Source: an optimization exercise on an open RTL-to-GDS flow (aim: small area, a short achievable clock period and few clock cycles). Production flows keep margins and buffers that such runs may drop. Only simulation tests tie the RTL to the original design; equivalence was not proved. No activity file was given, so power comes from the tool's default toggle rates.

==> design/flow/design.v <==
`timescale 1ns/1ns
`default_nettype none
package chip8_bus_pkg;
  typedef logic [11:0] addr_t;
  typedef logic [7:0] data_t;
  localparam addr_t PROGRAM_START = 12'h200;
  localparam addr_t INSTR_BYTES = 12'd2;
endpackage
`default_nettype wire
`timescale 1ns/1ns
`default_nettype none
package chip8_isa_pkg;
  typedef logic [3:0] reg_idx_t;
  typedef struct packed {
    logic [3:0] op;
    reg_idx_t x;
    reg_idx_t y;
    logic [3:0] n;
  } nib_view_t;
  typedef struct packed {
    logic [3:0] op;
    reg_idx_t x;
    logic [7:0] kk;
  } imm_view_t;
  typedef struct packed {
    logic [3:0] op;
    logic [11:0] nnn;
  } addr_view_t;
  typedef union packed {
    nib_view_t nib;
    imm_view_t imm;
    addr_view_t addr;
  } opcode_t;
  localparam logic [3:0] OP_SYS = 4'h0;
  localparam logic [3:0] OP_JP = 4'h1;
  localparam logic [3:0] OP_CALL = 4'h2;
  localparam logic [3:0] OP_SE_IMM = 4'h3;
  localparam logic [3:0] OP_SNE_IMM = 4'h4;
  localparam logic [3:0] OP_SE_REG = 4'h5;
  localparam logic [3:0] OP_LD_IMM = 4'h6;
  localparam logic [3:0] OP_ADD_IMM = 4'h7;
  localparam logic [3:0] OP_ALU = 4'h8;
  localparam logic [3:0] OP_SNE_REG = 4'h9;
  localparam logic [3:0] OP_LD_I = 4'hA;
  localparam logic [3:0] OP_JP_V0 = 4'hB;
  localparam logic [3:0] OP_MISC = 4'hF;
  localparam logic [7:0] MISC_GET_DT = 8'h07;
  localparam logic [7:0] MISC_SET_DT = 8'h15;
  localparam logic [7:0] MISC_ADD_I = 8'h1E;
  localparam logic [7:0] MISC_BCD = 8'h33;
  localparam logic [7:0] MISC_STORE = 8'h55;
  localparam logic [7:0] MISC_LOAD = 8'h65;
  localparam logic [15:0] OPC_RET = 16'h00EE;
  localparam reg_idx_t FLAG_REG = 4'hF;
endpackage
`default_nettype wire
`timescale 1ns/1ns
`default_nettype none
module chip8_alu (
  input wire chip8_bus_pkg::data_t a,
  input wire chip8_bus_pkg::data_t b,
  input wire [3:0] n,
  output chip8_bus_pkg::data_t result,
  output logic flag,
  output logic flag_en
);
  logic [8:0] sum;
  assign sum = {1'b0, a} + {1'b0, b};
  always_comb begin
    result = a;
    flag = 1'b0;
    flag_en = 1'b1;
    case (n)
      4'h0: begin
        result = b;
        flag_en = 1'b0;
      end
      4'h1: begin
        result = a | b;
        flag_en = 1'b0;
      end
      4'h2: begin
        result = a & b;
        flag_en = 1'b0;
      end
      4'h3: begin
        result = a ^ b;
        flag_en = 1'b0;
      end
      4'h4: begin
        result = sum[7:0];
        flag = sum[8];
      end
      4'h5: begin
        result = a - b;
        flag = (a >= b);
      end
      4'h6: begin
        result = a >> 1;
        flag = a[0];
      end
      4'h7: begin
        result = b - a;
        flag = (b > a);
      end
      4'hE: begin
        result = a << 1;
        flag = a[7];
      end
      default: flag_en = 1'b0;
    endcase
  end
endmodule
`default_nettype wire
`timescale 1ns/1ns
`default_nettype none
module chip8_regfile (
  input wire clk,
  input wire reset,
  input wire chip8_isa_pkg::reg_idx_t rd_x_idx,
  input wire chip8_isa_pkg::reg_idx_t rd_y_idx,
  input wire wr_en,
  input wire chip8_isa_pkg::reg_idx_t wr_idx,
  input wire chip8_bus_pkg::data_t wr_data,
  input wire flag_wr_en,
  input wire chip8_bus_pkg::data_t flag_data,
  output chip8_bus_pkg::data_t rd_x_data,
  output chip8_bus_pkg::data_t rd_y_data
);
  chip8_bus_pkg::data_t regs [16];
  assign rd_x_data = regs[rd_x_idx];
  assign rd_y_data = regs[rd_y_idx];
  always_ff @(posedge clk or posedge reset) begin
    if (reset) begin
      for (int r = 0; r < 16; r++) begin
        regs[r] <= '0;
      end
    end else begin
      if (wr_en) regs[wr_idx] <= wr_data;
      if (flag_wr_en) regs[chip8_isa_pkg::FLAG_REG] <= flag_data;
    end
  end
endmodule
`default_nettype wire
`timescale 1ns/1ns
`default_nettype none
module chip8_call_stack #(
  parameter int STACK_DEPTH = 16
) (
  input wire clk,
  input wire reset,
  input wire push,
  input wire pop,
  input wire chip8_bus_pkg::addr_t push_addr,
  output chip8_bus_pkg::addr_t top
);
  localparam int IDX_W = $clog2(STACK_DEPTH);
  localparam logic [IDX_W:0] FULL_COUNT = (IDX_W + 1)'(STACK_DEPTH);
  chip8_bus_pkg::addr_t entries [STACK_DEPTH];
  logic [IDX_W:0] count;
  logic [IDX_W-1:0] top_idx;
  assign top_idx = count[IDX_W-1:0] - IDX_W'(1);
  assign top = entries[top_idx];
  always_ff @(posedge clk or posedge reset) begin
    if (reset) begin
      count <= '0;
    end else if (push) begin
      count <= count + 1'b1;
    end else if (pop) begin
      count <= count - 1'b1;
    end
  end
  always_ff @(posedge clk) begin
    if (push) entries[count[IDX_W-1:0]] <= push_addr;
  end
endmodule
`default_nettype wire
`timescale 1ns/1ns
`default_nettype none
module chip8_delay_timer #(
  parameter int TICK_DIV = 64
) (
  input wire clk,
  input wire reset,
  input wire load,
  input wire chip8_bus_pkg::data_t load_value,
  output chip8_bus_pkg::data_t value
);
  localparam int CNT_W = $clog2(TICK_DIV + 1);
  localparam logic [CNT_W-1:0] LAST = CNT_W'(TICK_DIV - 1);
  logic [CNT_W-1:0] div_cnt;
  logic tick;
  assign tick = (div_cnt == LAST);
  always_ff @(posedge clk or posedge reset) begin
    if (reset) begin
      div_cnt <= '0;
      value <= '0;
    end else begin
      div_cnt <= tick ? '0 : div_cnt + 1'b1;
      if (load) begin
        value <= load_value;
      end else if (tick && value != '0) begin
        value <= value - 8'd1;
      end
    end
  end
endmodule
`default_nettype wire
`timescale 1ns/1ns
`default_nettype none
module chip8_control (
  input wire clk,
  input wire reset,
  input wire mem_req_ready,
  input wire mem_rsp_valid,
  input wire chip8_bus_pkg::data_t mem_rdata,
  input wire chip8_bus_pkg::data_t rd_x_data,
  input wire chip8_bus_pkg::data_t rd_y_data,
  input wire chip8_bus_pkg::data_t alu_result,
  input wire alu_flag,
  input wire alu_flag_en,
  input wire chip8_bus_pkg::addr_t stack_top,
  input wire chip8_bus_pkg::data_t timer_value,
  output logic mem_req_valid,
  output logic mem_req_write,
  output chip8_bus_pkg::addr_t mem_addr,
  output chip8_bus_pkg::data_t mem_wdata,
  output chip8_isa_pkg::reg_idx_t rd_x_idx,
  output chip8_isa_pkg::reg_idx_t rd_y_idx,
  output logic wr_en,
  output chip8_isa_pkg::reg_idx_t wr_idx,
  output chip8_bus_pkg::data_t wr_data,
  output logic flag_wr_en,
  output chip8_bus_pkg::data_t flag_data,
  output logic [3:0] alu_n,
  output logic stack_push,
  output logic stack_pop,
  output chip8_bus_pkg::addr_t push_addr,
  output logic timer_load,
  output chip8_bus_pkg::data_t timer_load_value
);
  typedef enum logic [3:0] {
    S_FETCH_HI, S_FETCH_HI_WAIT, S_FETCH_LO, S_FETCH_LO_WAIT,
    S_EXEC, S_BCD, S_STORE, S_LOAD, S_LOAD_WAIT
  } state_t;
  state_t state;
  chip8_bus_pkg::addr_t pc;
  chip8_bus_pkg::addr_t i_reg;
  chip8_isa_pkg::opcode_t ir;
  chip8_isa_pkg::reg_idx_t cnt;
  chip8_bus_pkg::addr_t blk_addr;
  chip8_bus_pkg::data_t bcd_digit;
  logic skip;
  logic is_ret;
  assign is_ret = (ir == chip8_isa_pkg::OPC_RET);
  assign blk_addr = i_reg + chip8_bus_pkg::addr_t'(cnt);
  assign rd_y_idx = ir.nib.y;
  assign alu_n = ir.nib.n;
  assign push_addr = pc + chip8_bus_pkg::INSTR_BYTES;
  assign timer_load_value = rd_x_data;
  assign flag_data = chip8_bus_pkg::data_t'(alu_flag);
  assign flag_wr_en = (state == S_EXEC) && (ir.nib.op == chip8_isa_pkg::OP_ALU) && alu_flag_en;
  always_comb begin
    case (cnt)
      4'd0: bcd_digit = rd_x_data / 8'd100;
      4'd1: bcd_digit = (rd_x_data / 8'd10) % 8'd10;
      default: bcd_digit = rd_x_data % 8'd10;
    endcase
  end
  always_comb begin
    rd_x_idx = ir.nib.x;
    if (state == S_STORE) begin
      rd_x_idx = cnt;
    end else if (ir.nib.op == chip8_isa_pkg::OP_JP_V0) begin
      rd_x_idx = '0;
    end
  end
  always_comb begin
    mem_req_valid = !reset;
    mem_req_write = 1'b0;
    mem_addr = pc;
    mem_wdata = rd_x_data;
    case (state)
      S_FETCH_HI: ;
      S_FETCH_LO: mem_addr = pc + 12'd1;
      S_BCD: begin
        mem_req_write = 1'b1;
        mem_addr = blk_addr;
        mem_wdata = bcd_digit;
      end
      S_STORE: begin
        mem_req_write = 1'b1;
        mem_addr = blk_addr;
      end
      S_LOAD: mem_addr = blk_addr;
      default: mem_req_valid = 1'b0;
    endcase
  end
  always_comb begin
    wr_en = 1'b0;
    wr_idx = ir.nib.x;
    wr_data = ir.imm.kk;
    stack_push = 1'b0;
    stack_pop = 1'b0;
    timer_load = 1'b0;
    skip = 1'b0;
    if (state == S_EXEC) begin
      case (ir.nib.op)
        chip8_isa_pkg::OP_SYS: stack_pop = is_ret;
        chip8_isa_pkg::OP_CALL: stack_push = 1'b1;
        chip8_isa_pkg::OP_SE_IMM: skip = (rd_x_data == ir.imm.kk);
        chip8_isa_pkg::OP_SNE_IMM: skip = (rd_x_data != ir.imm.kk);
        chip8_isa_pkg::OP_SE_REG: skip = (ir.nib.n == 4'h0) && (rd_x_data == rd_y_data);
        chip8_isa_pkg::OP_SNE_REG: skip = (ir.nib.n == 4'h0) && (rd_x_data != rd_y_data);
        chip8_isa_pkg::OP_LD_IMM: wr_en = 1'b1;
        chip8_isa_pkg::OP_ADD_IMM: begin
          wr_en = 1'b1;
          wr_data = rd_x_data + ir.imm.kk;
        end
        chip8_isa_pkg::OP_ALU: begin
          wr_en = 1'b1;
          wr_data = alu_result;
        end
        chip8_isa_pkg::OP_MISC: begin
          if (ir.imm.kk == chip8_isa_pkg::MISC_GET_DT) begin
            wr_en = 1'b1;
            wr_data = timer_value;
          end
          timer_load = (ir.imm.kk == chip8_isa_pkg::MISC_SET_DT);
        end
        default: ;
      endcase
    end else if (state == S_LOAD_WAIT && mem_rsp_valid) begin
      wr_en = 1'b1;
      wr_idx = cnt;
      wr_data = mem_rdata;
    end
  end
  always_ff @(posedge clk or posedge reset) begin
    if (reset) begin
      state <= S_FETCH_HI;
      pc <= chip8_bus_pkg::PROGRAM_START;
      i_reg <= '0;
      cnt <= '0;
    end else begin
      case (state)
        S_FETCH_HI: if (mem_req_ready) state <= S_FETCH_HI_WAIT;
        S_FETCH_LO: if (mem_req_ready) state <= S_FETCH_LO_WAIT;
        S_LOAD: if (mem_req_ready) state <= S_LOAD_WAIT;
        S_FETCH_HI_WAIT: begin
          if (mem_rsp_valid) begin
            ir[15:8] <= mem_rdata;
            state <= S_FETCH_LO;
          end
        end
        S_FETCH_LO_WAIT: begin
          if (mem_rsp_valid) begin
            ir[7:0] <= mem_rdata;
            state <= S_EXEC;
          end
        end
        S_EXEC: begin
          state <= S_FETCH_HI;
          cnt <= '0;
          pc <= pc + chip8_bus_pkg::INSTR_BYTES + (skip ? chip8_bus_pkg::INSTR_BYTES : 12'd0);
          case (ir.nib.op)
            chip8_isa_pkg::OP_SYS: if (is_ret) pc <= stack_top;
            chip8_isa_pkg::OP_JP: pc <= ir.addr.nnn;
            chip8_isa_pkg::OP_CALL: pc <= ir.addr.nnn;
            chip8_isa_pkg::OP_JP_V0: pc <= ir.addr.nnn + chip8_bus_pkg::addr_t'(rd_x_data);
            chip8_isa_pkg::OP_LD_I: i_reg <= ir.addr.nnn;
            chip8_isa_pkg::OP_MISC: begin
              case (ir.imm.kk)
                chip8_isa_pkg::MISC_ADD_I: i_reg <= i_reg + chip8_bus_pkg::addr_t'(rd_x_data);
                chip8_isa_pkg::MISC_BCD: state <= S_BCD;
                chip8_isa_pkg::MISC_STORE: state <= S_STORE;
                chip8_isa_pkg::MISC_LOAD: state <= S_LOAD;
                default: ;
              endcase
            end
            default: ;
          endcase
        end
        S_BCD: begin
          if (mem_req_ready) begin
            cnt <= cnt + 4'd1;
            if (cnt == 4'd2) state <= S_FETCH_HI;
          end
        end
        S_STORE: begin
          if (mem_req_ready) begin
            cnt <= cnt + 4'd1;
            if (cnt == ir.nib.x) state <= S_FETCH_HI;
          end
        end
        S_LOAD_WAIT: begin
          if (mem_rsp_valid) begin
            cnt <= cnt + 4'd1;
            state <= (cnt == ir.nib.x) ? S_FETCH_HI : S_LOAD;
          end
        end
        default: state <= S_FETCH_HI;
      endcase
    end
  end
endmodule
`default_nettype wire
`timescale 1ns/1ns
`default_nettype none
module chip8_cpu #(
  parameter int TICK_DIV = 64,
  parameter int STACK_DEPTH = 16
) (
  input wire clk,
  input wire reset,
  input wire mem_req_ready,
  input wire mem_rsp_valid,
  input wire chip8_bus_pkg::data_t mem_rdata,
  output logic mem_req_valid,
  output logic mem_req_write,
  output chip8_bus_pkg::addr_t mem_addr,
  output chip8_bus_pkg::data_t mem_wdata
);
  chip8_isa_pkg::reg_idx_t rd_x_idx;
  chip8_isa_pkg::reg_idx_t rd_y_idx;
  chip8_isa_pkg::reg_idx_t wr_idx;
  chip8_bus_pkg::data_t rd_x_data;
  chip8_bus_pkg::data_t rd_y_data;
  chip8_bus_pkg::data_t wr_data;
  chip8_bus_pkg::data_t flag_data;
  chip8_bus_pkg::data_t alu_result;
  chip8_bus_pkg::data_t timer_value;
  chip8_bus_pkg::data_t timer_load_value;
  chip8_bus_pkg::addr_t stack_top;
  chip8_bus_pkg::addr_t push_addr;
  logic [3:0] alu_n;
  logic wr_en;
  logic flag_wr_en;
  logic alu_flag;
  logic alu_flag_en;
  logic stack_push;
  logic stack_pop;
  logic timer_load;
  chip8_control chip8_control_inst (
    .clk, .reset,
    .mem_req_ready, .mem_rsp_valid, .mem_rdata,
    .rd_x_data, .rd_y_data,
    .alu_result, .alu_flag, .alu_flag_en,
    .stack_top, .timer_value,
    .mem_req_valid, .mem_req_write, .mem_addr, .mem_wdata,
    .rd_x_idx, .rd_y_idx,
    .wr_en, .wr_idx, .wr_data, .flag_wr_en, .flag_data,
    .alu_n, .stack_push, .stack_pop, .push_addr,
    .timer_load, .timer_load_value
  );
  chip8_regfile chip8_regfile_inst (
    .clk, .reset, .rd_x_idx, .rd_y_idx,
    .wr_en, .wr_idx, .wr_data, .flag_wr_en, .flag_data,
    .rd_x_data, .rd_y_data
  );
  chip8_alu chip8_alu_inst (
    .a(rd_x_data), .b(rd_y_data), .n(alu_n),
    .result(alu_result), .flag(alu_flag), .flag_en(alu_flag_en)
  );
  chip8_call_stack #(.STACK_DEPTH(STACK_DEPTH)) chip8_call_stack_inst (
    .clk, .reset, .push(stack_push), .pop(stack_pop), .push_addr, .top(stack_top)
  );
  chip8_delay_timer #(.TICK_DIV(TICK_DIV)) chip8_delay_timer_inst (
    .clk, .reset, .load(timer_load), .load_value(timer_load_value), .value(timer_value)
  );
endmodule
`default_nettype wire
==> design/flow/run.sh <==
#!/bin/bash
# synth_recipe.tcl (not shown) runs the flow's synth.tcl, then flattens the netlist and writes it again
# the make line also repeats each setting of config.mk as NAME=value (left out here)
make -C /OpenROAD-flow-scripts/flow DESIGN_CONFIG=/design/flow/config.mk WORK_HOME=/design/flow/orfs CLKGATE_MAP_FILE= SYNTH_SCRIPT=/design/flow/synth_recipe.tcl finish
==> design/flow/config.mk <==
export PLATFORM = sky130hd
export DESIGN_NAME = chip8_cpu
export DESIGN_NICKNAME = chip8_cpu
export VERILOG_FILES = /design/flow/design.v
export SDC_FILE = /design/flow/constraint.sdc
export NUM_CORES = 4
export LEC_CHECK = 0
export CAP_MARGIN = 20
export CORE_MARGIN = 2
export CORE_UTILIZATION = 40
export SLEW_MARGIN = 20
==> design/flow/constraint.sdc <==
create_clock -name core_clock -period 10.0 [get_ports {clk}]
set_input_delay 2.0000 -clock core_clock [delete_from_list [all_inputs] [get_ports {clk}]]
set_output_delay 2.0000 -clock core_clock [all_outputs]
set_load 0.01 [all_outputs]
==> run summary <==
## cell families (layout without fill, tap and decap cells)
family                   count (synthesis)  after routing
AND/OR/NAND/NOR                        634            634
buffers and inverters                  222            288
multiplexers                           249            249
flip-flops                             387            387
AO/OA/AOI/OAI                          620            620
XOR/XNOR                                81             81
adder cells (fa/ha/maj)                 88             88
## report_power, final
group          leakage, nW  internal [mW]  switching [mW]
registers             4.13           1.94           0.213
clock network        0.679          0.891           0.701
logic                 5.35           1.36            2.19
total                 10.2           4.20            3.11
## layout by cell type, fill, tap and decap left out, types with 52 or more instances in the layout
cell      Yosys  layout
mux2_2      146     146
nand3_1      56      56
inv_1        61      60
mux4_2       52      52
nor2_1      203     197
a21oi_1     166     165
buf_4         5     103
o21ai_0     142     142
dfrtp_1     178     173
nand2_1     154     154
ha_1         78      77
xnor2_1      57      55
edfxtp_1    208     208
## per-stage QoR
stage / area [um2] / std cells / setup TNS (ns) / total power [mW] / utilization, %
after global placement: 25400 / 3027 / 0 / 5.62 / 43.0
after floorplan: 24000 / 2281 / 0 / 4.49 / -
after detailed placement: 25500 / 3028 / 0 / 5.66 / 43.0
final: 27000 / 3120 / 0 / 7.30 / 45.7
after global routing: 27000 / 3120 / -0.00172 / 7.69 / 45.7
after CTS: 26900 / 3110 / 0 / 7.26 / 45.5
## routing by layer
metal	GRT usage (%)	wire [um]	share of wire (%)	up-vias
li1	-	-	-	8685
met1	37.7	36700	43	9972
met2	41.2	37700	45	928
met3	4.99	6960	8.2	191
met4	9.37	3040	3.6	2
met5	0	4	0.0047	-
## synthesized netlist by cell type, drive strengths merged (13+ instances only)
library cell / n / area [um2]
o21ai: 150 / 751
a22o: 17 / 149
nand2b: 27 / 169
a21oi: 166 / 831
nor4: 18 / 119
edfxtp: 208 / 6250
o21a: 14 / 105
xor2: 24 / 210
a22oi: 23 / 173
dfrtp: 178 / 4450
nor3: 54 / 302
nand4: 21 / 131
mux4: 52 / 1170
and3: 22 / 138
o211ai: 23 / 173
nand2: 155 / 584
a21o: 13 / 98.9
xnor2: 57 / 499
o22ai: 16 / 100
inv: 67 / 257
clkbuf: 102 / 384
a221oi: 20 / 181
o21bai: 16 / 120
a31oi: 30 / 188
mux2: 147 / 1660
nor2b: 23 / 144
nor2: 203 / 762
buf: 51 / 295
ha: 78 / 976
nand3: 56 / 280
mux2i: 50 / 500
and2: 13 / 83.8
## final cells by class
| class | count | share of cell area (%) |
|---|---|---|
| Multi-Input combinational cell | 1672 | 46.3 |
| Sequential cell | 387 | 39.7 |
| Clock buffer | 54 | 4.28 |
| Timing Repair Buffer | 137 | 4.18 |
| Tap cell | 773 | 3.58 |
| Inverter | 69 | 1.00 |
| Clock inverter | 28 | 0.995 |
## worst max-delay path by stage
stage / start / end / cells after the start / slack, ns
CTS: chip8_control_inst.ir[12] / mem_wdata[5] / 26 / 0.15
floorplan: chip8_control_inst.state[0] / mem_wdata[5] / 24 / 1.97
global route: chip8_control_inst.state[2] / mem_wdata[5] / 26 / -0.002
detailed placement: chip8_control_inst.state[0] / mem_wdata[5] / 26 / 0.59
global placement: chip8_control_inst.state[0] / mem_wdata[5] / 26 / 0.65
finish: chip8_control_inst.ir[9] / mem_wdata[5] / 27 / 0.31
## repair_timing
item	in CTS	in global routing
endpoints found under the setup margin	1	6
cloned	0	0
pin swaps	0	2
resized for setup	1	14
setup buffers	0	9
==> run_results.csv <==
group,metric,value,unit
run_status,status,"finished clean",
power_and_ir_drop,powerDensity,270,nW/um2
hold_path,hp-start,"chip8_delay_timer_inst.div_cnt[0]",
cells_and_area,multi_input_area,12500,um2
cts,insertion_delay,0.61,ns
yosys,yosysWarnings,6,
sta,worst_slew_pin_slew,1.09,ns
grt,grt_usage,26.7,%
worst_setup_path,cp_data_arrival_time,7.69,ns
cts,clkTransAtPathRegs,0.06,ns
power_and_ir_drop,max-vdd-ir-drop,0.180,mV
worst_setup_path,crit_slowest_cell,"edfxtp_1",
sta,final-setup-viol-count,0,
worst_setup_path,critPathBufInv,5,
sta,period_needed,9.69,ns
cts,cts.sinks,387,
yosys,synthXorXnorAreaFrac,2.96,%
cts,cts-hold-fix-buffers,0,
placed_design,io_buffers,33,
yosys,synthMuxAreaShare,13.9,%
cells_and_area,diodes,0,
hold_path,hold_depth,1,
sta,min_period_over_period,96.9,%
yosys,synthDistinctLibCells,98,
worst_setup_path,crit_path_start_kind,"flop",
floorplanning,rows,89,
grt,antenna_found_initial,2,
cts,cts_root_buffer,"clkbuf_16",
routing,vias_per_cell,6.34,
cells_and_area,fillers,5476,
cts,clockBufferDepth,3,
placed_design,dp_hpwl,60.8,mm
yosys,synth_edf_count,208,
grt,grt_pass1_vias,19100,
worst_setup_path,ff2ff_path_depth,22,
yosys,syn-num-nets,2378,
yosys,ys.flop_type,"edfxtp_1",
yosys,netlist_instances,2281,
routing,first_pass_iters,8,
yosys,synth_top_family_by_area,"compound AO/OA/AOI/OAI gates",
sta,slew_headroom,27.1,%
routing,wl_per_cell,27.0,um
yosys,async_reset_ff_share,46.3,%
hold_path,holdPathEnd,"chip8_delay_timer_inst.div_cnt[0]",
worst_setup_path,critPathMaxStageDelay,0.57,ns
floorplanning,dieArea,61900,um2
yosys,syn_area_per_cell,10.5,um2
cts,cts_tree,"built",
worst_setup_path,regToRegStartpoint,"chip8_control_inst.state[2]",
sta,maxClockFrequency,103,MHz
placed_design,dp_slack,0.592,ns
cts,cts_made_buffers,44,
flow_run,max-cap-violations,0,
cells_and_area,syn2layout_area_growth,12.8,%
sta,whs,0.455,ns
cells_and_area,largest_reg_flops,192,
floorplanning,dieWidth,249,um
placed_design,gp_congestion,1.01,
routing,vias,19800,
worst_setup_path,cp.required,8.00,ns
floorplanning,floorplan.initialDensity,40.6,%
sta,finClkSkew,0.0417,ns
yosys,yosys.area_share.simple,12.6,%
routing,drc,0,
grt,grt_remaining_overflow,0,
yosys,synth_compound_area_share,17.1,%
cts,cts_max_level,2,
routing,wirelength,84.4,mm
cells_and_area,drive_above_1_share,18.8,%
worst_setup_path,cpMostUsedCell,"ha_1",
power_and_ir_drop,p_leak,10.2,nW
floorplanning,ios,34,
routing,initialDrtViolationCount,2341,
floorplanning,core,59100,um2
worst_setup_path,regToRegSetupSlack,2.31,ns
routing,drtAntennaViolNets,0,
worst_setup_path,critPathCaptureType,"output pin",
sta,finalHoldViolCount,0,
yosys,synth_seq_cells,387,
yosys,seq_area_frac_synth,44.7,%
worst_setup_path,cp_top_family,"compound AO/OA/AOI/OAI gates",
worst_setup_path,crit_path_max_fanout,10,
cells_and_area,num-nets-final,2408,
yosys,syn_area,24000,um2
grt,grt_max_degree,110,
worst_setup_path,crit_type,"flop to output pin",
hold_path,hp-class,"flop to flop",
sta,slew_viol_final,0,
sta,setup_ws,0.311,ns
grt,grt_pass1_wl,126,mm
cells_and_area,regArea,10700,um2
worst_setup_path,timing.rr.end,"chip8_regfile_inst.regs[14][5]",
floorplanning,die_h,249,um
yosys,synthAdderAreaFrac,4.78,%
Testbench counts, summed over its fixed seeds: cycles 1,123,210.

[what the ideal ports hide]
In the flow no input, the clock included, has a driving cell. The finished layout below was timed again as built, in two steps.
Step 1: set_driving_cell puts a clkbuf_16 on clk and a buf_2 on each other input, an assumption about the parent block.
Step 2, shift: input delay + t, output delay - t, t = (earliest + latest rising clock arrival at the registers) / 2. This alone moves slack from input paths to output paths.
a / b / c = no drivers / after step 1 / after step 2; a / b = the first two.
t (ns): 0.649
setup WS [ns]: 0.311 / 0.253 / 0.902
worst setup path after step 2: register to output
clock arrival spread, ns: 0.041 / 0.042
worst register clock-pin slew, ns: 0.07 / 0.07
After both steps setup and hold are still met in this run. The setup slack of this run moves by -0.058 ns with the drivers and by +0.591 ns with both steps.
